What follows belongs to an exercise in optimizing a design on an open flow for small area; a production flow would make more cautious choices.
The RTL was checked by simulation tests, not by an equivalence proof against the original design.
Power is estimated from default activity; no workload was simulated.

== lane 1 ==
==> flow/design.v (excerpt) <==
module aes128_mode_ctrl #(
  parameter int CNT_W = 16
) (
  input  logic             clk_sys,
  input  logic             rst,
  input  logic [2:0]       mode,
  input  logic [127:0]     iv,
  input  logic             sess_start,
  input  logic             sess_end,
  output logic             sess_busy,
  output logic             mode_err,
  input  logic [127:0]     din,
  input  logic             din_valid,
  output logic             din_ready,
  output logic [127:0]     dout,
  output logic             dout_valid,
  input  logic             dout_ready,
  output logic [CNT_W-1:0] blk_cnt,
  output logic [127:0]     aes_plain_text,
  output logic             aes_cipher_en,
  input  logic [127:0]     aes_cipher_text,
  input  logic             aes_cipher_ready
);
Size in the first run: ~280 flip-flops, ~670 I/O pins, ~13000 um2 of cells after synthesis.
Settings: LEC_CHECK=0, CAP_MARGIN=20, CORE_MARGIN=2, CORE_UTILIZATION=30, SLEW_MARGIN=20; clock period 5.0 ns.
standard.sh (not shown) runs the stock make flow with config.mk's settings and CLKGATE_MAP_FILE= SYNTH_SCRIPT=/design/flow/synth_recipe.tcl, a recipe that flattens the netlist after the stock synthesis.
==> flow/flow/run.sh <==
#!/bin/bash
# Own layout flow: the standard flow (standard.sh) with three changes.
#  1. Synthesis is the standard flow's synthesis script (synth_recipe.tcl) unchanged, except that its call to
#     ABC (combinational mapping only) uses the area-oriented script flow/area.abc. Flip-flop
#     mapping, flattening and naming are untouched, so the registers are the standard ones.
#  2. Port buffers are sky130_fd_sc_hd__buf_1 (every input and output port still gets one).
#  3. Clock tree: clkbuf_8 buffers, clusters of at most 12 sinks within 80 um, and no dummy
#     load cells.
# Each tool's output goes to a log file in this folder (and ORFS's own logs under orfs/logs).
set -euo pipefail
W=$(pwd)

cat > "$W/area_synth.tcl" <<TCL
proc abc {args} {
  set i [lsearch -exact \$args -script]
  if {\$i >= 0} { lset args [expr {\$i + 1}] {$W/flow/area.abc} }
  yosys abc {*}\$args
}
source {$W/synth_recipe.tcl}
TCL

sed "s#SYNTH_SCRIPT=[^ ]*#SYNTH_SCRIPT=$W/area_synth.tcl#" standard.sh > "$W/own_standard.sh"
grep -q "SYNTH_SCRIPT=$W/area_synth.tcl" "$W/own_standard.sh"

bash "$W/own_standard.sh" synth > "$W/synth.log" 2>&1
bash "$W/own_standard.sh" \
  "BUFFER_PORTS_ARGS=-buffer_cell sky130_fd_sc_hd__buf_1" \
  "CTS_ARGS=-sink_clustering_enable -repair_clock_nets -dont_use_dummy_load -buf_list sky130_fd_sc_hd__clkbuf_8 -sink_clustering_size 12 -sink_clustering_max_diameter 80" \
  finish > "$W/layout.log" 2>&1
test -s "$W/out/final.def"
==> flow/flow/area.abc <==
strash
&get -n
&st
&if -a -K 6
&st
&nf -a -R 1000
&put
topo
Every stage of the flow completed for lane 1, and the final layout passed the timing, DRC and antenna checks.
> inputs changed (lane 1 -> lane 2)
-- flow/flow/run.sh --
<<< lane 1, line 6
#  2. Port buffers are sky130_fd_sc_hd__buf_1 (every input and output port still gets one).
#  3. Clock tree: clkbuf_8 buffers, clusters of at most 12 sinks within 80 um, and no dummy
#     load cells.
>>> lane 2, line 6
#  2. Port buffers are sky130_fd_sc_hd__buf_1 (every input and output port still gets one).
#  3. Clock tree: clkbuf_8 buffers, clusters of at most 14 sinks within 90 um, and no dummy
#     load cells.
<<< lane 1, line 27
  "BUFFER_PORTS_ARGS=-buffer_cell sky130_fd_sc_hd__buf_1" \
  "CTS_ARGS=-sink_clustering_enable -repair_clock_nets -dont_use_dummy_load -buf_list sky130_fd_sc_hd__clkbuf_8 -sink_clustering_size 12 -sink_clustering_max_diameter 80" \
  finish > "$W/layout.log" 2>&1
>>> lane 2, line 27
  "BUFFER_PORTS_ARGS=-buffer_cell sky130_fd_sc_hd__buf_1" \
  "CTS_ARGS=-sink_clustering_enable -repair_clock_nets -dont_use_dummy_load -buf_list sky130_fd_sc_hd__clkbuf_8 -sink_clustering_size 14 -sink_clustering_max_diameter 90" \
  finish > "$W/layout.log" 2>&1
### Flow results
Cmp lane 1 and lane 2 / layout-stage area growth over the synthesis result / lower: lane 2. Lane 1 leaves more setup margin than lane 2. On filler-free cell count of the finished design, lane 1 tracks lane 2 almost exactly. Compared with lane 1, in lane 2 worst hold slack did not really move; final period demand of the worst path went up; number of vias after detailed routing did not really move; global-route usage went down.
Inputs modified between lane 2 and lane 3:
-- flow/flow/run.sh --
<<< lane 2, line 6
#  2. Port buffers are sky130_fd_sc_hd__buf_1 (every input and output port still gets one).
#  3. Clock tree: clkbuf_8 buffers, clusters of at most 14 sinks within 90 um, and no dummy
#     load cells.
>>> lane 3, line 6
#  2. Port buffers are sky130_fd_sc_hd__buf_1 (every input and output port still gets one).
#  3. Clock tree: clkbuf_8 buffers, clusters of at most 12 sinks within 80 um, and no dummy
#     load cells.
<<< lane 2, line 27
  "BUFFER_PORTS_ARGS=-buffer_cell sky130_fd_sc_hd__buf_1" \
  "CTS_ARGS=-sink_clustering_enable -repair_clock_nets -dont_use_dummy_load -buf_list sky130_fd_sc_hd__clkbuf_8 -sink_clustering_size 14 -sink_clustering_max_diameter 90" \
  finish > "$W/layout.log" 2>&1
>>> lane 3, line 27
  "BUFFER_PORTS_ARGS=-buffer_cell sky130_fd_sc_hd__buf_1" \
  "CTS_ARGS=-sink_clustering_enable -repair_clock_nets -dont_use_dummy_load -buf_list sky130_fd_sc_hd__clkbuf_8 -sink_clustering_size 12 -sink_clustering_max_diameter 80" \
  finish > "$W/layout.log" 2>&1
==> flow/flow/area.abc <==
strash
&get -n
&st
&nf -a -R 1000
&put
topo
==> comparison <==
Lane 3 has global routing usage on met1 below what lane 2 had. Diff lane 2..lane 3 | met1 wire length | negligible. Changes observed in lane 3 relative to lane 2: non-clock buffer count flat; count of clock-buffer cells in the layout went up 6. Lane 2 → lane 3: number of inserted filler cells in the final layout has increased; data arrival time of the critical path has increased.

---

v33:
The RTL this note starts from:
==> flow/design.v <==
module aes128_mode_ctrl #(
  parameter int CNT_W = 16
) (
  input  logic             clk_sys,
  input  logic             rst,
  input  logic [2:0]       mode,
  input  logic [127:0]     iv,
  input  logic             sess_start,
  input  logic             sess_end,
  output logic             sess_busy,
  output logic             mode_err,
  input  logic [127:0]     din,
  input  logic             din_valid,
  output logic             din_ready,
  output logic [127:0]     dout,
  output logic             dout_valid,
  input  logic             dout_ready,
  output logic [CNT_W-1:0] blk_cnt,
  output logic [127:0]     aes_plain_text,
  output logic             aes_cipher_en,
  input  logic [127:0]     aes_cipher_text,
  input  logic             aes_cipher_ready
);
  logic [1:0]       state_q, state_d;
  logic [2:0]       mode_q;
  logic [127:0]     a_q, b_q;
  logic             cipher_en_q;
  logic [CNT_W-1:0] blk_cnt_q, blk_cnt_d;
  logic             end_q;
  logic             mode_err_q;
  logic st_idle, st_load, st_run, st_out;
  assign st_idle = (state_q == 2'b00);
  assign st_load = (state_q == 2'b01);
  assign st_run  = (state_q == 2'b10);
  assign st_out  = (state_q == 2'b11);
  logic m_ecb, m_cbc, m_cfb, m_ofb, m_ctr, m_xor;
  assign m_ecb = (mode_q == 3'd0);
  assign m_cbc = (mode_q == 3'd1);
  assign m_cfb = (mode_q == 3'd2);
  assign m_ofb = (mode_q == 3'd3);
  assign m_ctr = mode_q[2];
  assign m_xor = mode_q[2] | mode_q[1];
  logic start_ok, take;
  assign start_ok = sess_start && (mode <= 3'd4);
  assign take     = st_run && aes_cipher_ready;
  always_comb begin
    state_d = state_q;
    case (state_q)
      2'b00: if (start_ok) state_d = 2'b01;
      2'b01: if (sess_end) state_d = 2'b00; else if (din_valid) state_d = 2'b10;
      2'b10: if (aes_cipher_ready) state_d = 2'b11;
      2'b11: if (dout_ready) state_d = (end_q || sess_end) ? 2'b00 : 2'b01;
    endcase
  end
  always_comb begin
    blk_cnt_d = blk_cnt_q;
    if (st_idle && start_ok) blk_cnt_d = '0;
    else if (st_out && dout_ready && blk_cnt_q != '1) blk_cnt_d = blk_cnt_q + CNT_W'(1);
  end
  always_ff @(posedge clk_sys) begin
    if (rst) begin
      state_q     <= 2'b00;
      cipher_en_q <= 1'b0;
      blk_cnt_q   <= '0;
      mode_err_q  <= 1'b0;
    end else begin
      state_q     <= state_d;
      cipher_en_q <= st_load && !sess_end && din_valid;
      blk_cnt_q   <= blk_cnt_d;
      mode_err_q  <= st_idle && sess_start && !(mode <= 3'd4);
    end
  end
  always_ff @(posedge clk_sys) begin
    end_q <= state_q[1] && (end_q || sess_end);
    if (st_idle) mode_q <= mode;
  end
  logic         keep_a, ld_din, ld_iv, ld_ct, ld_g, inc;
  logic [127:0] g, carry;
  assign ld_iv  = st_idle && (mode != 3'd0);
  assign ld_din = st_load && din_valid && !m_xor;
  assign ld_ct  = take && (m_cbc || m_ofb);
  assign ld_g   = take && m_cfb;
  assign inc    = take && m_ctr;
  assign keep_a = !(st_idle || (take && !m_ctr));
  assign g = b_q ^ (aes_cipher_text & {128{take}});
  always_comb begin
    carry[0] = 1'b1;
    for (int i = 1; i < 128; i++) carry[i] = carry[i-1] & a_q[i-1];
  end
  always_ff @(posedge clk_sys) begin
    a_q <= (a_q & {128{keep_a}})
         ^ ((din & {128{ld_din}}) | (iv & {128{ld_iv}}) | (aes_cipher_text & {128{ld_ct}})
            | (g & {128{ld_g}}) | (carry & {128{inc}}));
    b_q <= state_q[1] ? g : (din & {128{m_xor}});
  end
  assign sess_busy      = !st_idle;
  assign mode_err       = mode_err_q;
  assign din_ready      = st_load && !sess_end;
  assign dout           = b_q;
  assign dout_valid     = st_out;
  assign blk_cnt        = blk_cnt_q;
  assign aes_plain_text = a_q;
  assign aes_cipher_en  = cipher_en_q;
endmodule
==> flow/config.mk <==
export PLATFORM = sky130hd
export DESIGN_NAME = aes128_mode_ctrl
export DESIGN_NICKNAME = aes128_mode_ctrl
export VERILOG_FILES = /design/flow/design.v
export SDC_FILE = /design/flow/constraint.sdc
export NUM_CORES = 4
export LEC_CHECK = 0
export CAP_MARGIN = 20
export CORE_MARGIN = 2
export CORE_UTILIZATION = 40
export SLEW_MARGIN = 20
==> flow/constraint.sdc <==
create_clock -name core_clock -period 5.0 [get_ports {clk_sys}]
set_input_delay 1.0000 -clock core_clock [delete_from_list [all_inputs] [get_ports {clk_sys}]]
set_output_delay 1.0000 -clock core_clock [all_outputs]
set_load 0.01 [all_outputs]
==> flow/flow/run.sh <==
#!/bin/bash
# Own layout flow: the standard flow, with two changes.
#  1. Synthesis is the standard flow's synthesis script (synth_recipe.tcl) unchanged, except that the
#     combinational mapping call to ABC uses an area-oriented script (flow/area.abc).
#     Flip-flop mapping, flattening and naming are untouched, so the registers are the same.
#  2. Port buffers are sky130_fd_sc_hd__buf_1 instead of the default choice.
# Each tool's output goes to a log file in this folder (and ORFS's own logs under orfs/logs).
set -euo pipefail
W=$(pwd)

cat > "$W/area_synth.tcl" <<TCL
proc abc {args} {
  set i [lsearch -exact \$args -script]
  if {\$i >= 0} { lset args [expr {\$i + 1}] {$W/flow/area.abc} }
  yosys abc {*}\$args
}
source {$W/synth_recipe.tcl}
TCL

sed "s#SYNTH_SCRIPT=[^ ]*#SYNTH_SCRIPT=$W/area_synth.tcl#" standard.sh > "$W/own_standard.sh"
grep -q "SYNTH_SCRIPT=$W/area_synth.tcl" "$W/own_standard.sh"

bash "$W/own_standard.sh" synth > "$W/synth.log" 2>&1
bash "$W/own_standard.sh" "BUFFER_PORTS_ARGS=-buffer_cell sky130_fd_sc_hd__buf_1" finish > "$W/layout.log" 2>&1
test -s "$W/out/final.def"
==> flow/flow/area.abc <==
strash
&get -n
&fraig -x
&st
&dch -f
&nf -a
&put
topo
v33 ran in full, but the layout does not pass; the checks complain about setup timing.
Modified inputs, v42 compared to v33
==> flow/run.sh (new file) <==
#!/bin/bash
# synth_recipe.tcl (not shown) runs the flow's synth.tcl, then flattens the netlist and writes it again
# the make line also repeats each setting of config.mk as NAME=value (left out here)
make -C /OpenROAD-flow-scripts/flow DESIGN_CONFIG=/design/flow/config.mk WORK_HOME=/design/flow/orfs CLKGATE_MAP_FILE= SYNTH_SCRIPT=/design/flow/synth_recipe.tcl finish
removed: flow/flow/run.sh
removed: flow/flow/area.abc
removed: flow/standard.sh
--- outcome ---
- v42 ends up with lower share of cell area taken by flip-flops and latches than v33 does.
- Cell area power density (v42 / v33): 0.879
- The met2 track demand over resource in global routing number comes out higher for v42 vs v33.
- Going from v33 to v42, weighted congestion reported at the end of routability-driven placement shrinks by about 0.6%.
- v33 -> v42: post-CTS clock slew at the launch and capture registers of the worst setup and hold paths flat
- v42 completed; timing, DRC and antenna clean
- Diff v33 -> v42 | global-route track usage on met3 | increase of 2.6 points
Input-level comparison between v41 and v42:
==> flow/flow/run.sh (new file) <==
#!/bin/bash
# Own layout flow: the standard flow, with two changes.
#  1. Synthesis is the standard flow's synthesis script (synth_recipe.tcl) unchanged, except that the
#     combinational mapping call to ABC uses an area-oriented script (flow/area.abc).
#     Flip-flop mapping, flattening and naming are untouched, so the registers are the same.
#  2. Port buffers are sky130_fd_sc_hd__buf_1 instead of the default choice.
# Each tool's output goes to a log file in this folder (and ORFS's own logs under orfs/logs).
set -euo pipefail
W=$(pwd)

cat > "$W/area_synth.tcl" <<TCL
rename abc __yosys_abc_cmd
proc abc {args} {
  set i [lsearch -exact \$args -script]
  if {\$i >= 0} { lset args [expr {\$i + 1}] {$W/flow/area.abc} }
  __yosys_abc_cmd {*}\$args
}
source {$W/synth_recipe.tcl}
TCL

sed "s#SYNTH_SCRIPT=[^ ]*#SYNTH_SCRIPT=$W/area_synth.tcl#" standard.sh > "$W/own_standard.sh"
grep -q "SYNTH_SCRIPT=$W/area_synth.tcl" "$W/own_standard.sh"

bash "$W/own_standard.sh" synth > "$W/synth.log" 2>&1
bash "$W/own_standard.sh" "BUFFER_PORTS_ARGS=-buffer_cell sky130_fd_sc_hd__buf_1" finish > "$W/layout.log" 2>&1
test -s "$W/out/final.def"
==> flow/flow/area.abc (new file) <==
strash
&get -n
&fraig -x
&st
&dch -f
&nf -a
&put
topo
==> flow/standard.sh (new file) <==
#!/bin/bash
# synth_recipe.tcl (not shown) runs the flow's synth.tcl, then flattens the netlist and writes it again
# the make line also repeats each setting of config.mk as NAME=value (left out here)
make -C /OpenROAD-flow-scripts/flow DESIGN_CONFIG=/design/flow/config.mk WORK_HOME=/design/flow/orfs CLKGATE_MAP_FILE= SYNTH_SCRIPT=/design/flow/synth_recipe.tcl "${@:-finish}"
removed: flow/run.sh
Results
Stage in which a tool error killed v41: synthesis.

static timing again, ports no longer ideal:
In the flow no input, the clock included, has a driving cell. The finished layouts below were timed again as built, in two steps. Step 1: set_driving_cell puts a clkbuf_16 on clk_sys and a buf_2 on each other input, an assumption about the parent block. Step 2 moves the port delays by t, midway between the first and last clock arrival at a register: inputs arrive t later, outputs are due t later. That takes back most of the time a late clock gives input paths. a / b / c = ideal / step 1 / step 2; a / b = the first two.
run | t (ns) | setup slack, ns | hold WS [ns] | pins driven straight from the clock port
lane 1 | 0.649 | 0.754 / 0.754 / 0.754 | 0.460 / 0.460 / 0.460 | 1
lane 2 | 0.627 | 0.723 / 0.723 / 0.723 | 0.463 / 0.463 / 0.463 | 1
lane 3 | 0.635 | 0.701 / 0.701 / 0.701 | 0.462 / 0.462 / 0.462 | 1
v33 | 0.554 | -5.166 / -5.150 / -5.704 | 0.484 / 0.484 / 0.484 | 1
v42 | 0.613 | 0.997 / 0.939 / 1.029 | 0.472 / 0.472 / 0.472 | 1
For v33, which loses most, drivers alone change the setup slack by +0.016 ns; drivers and shift together by -0.538 ns.
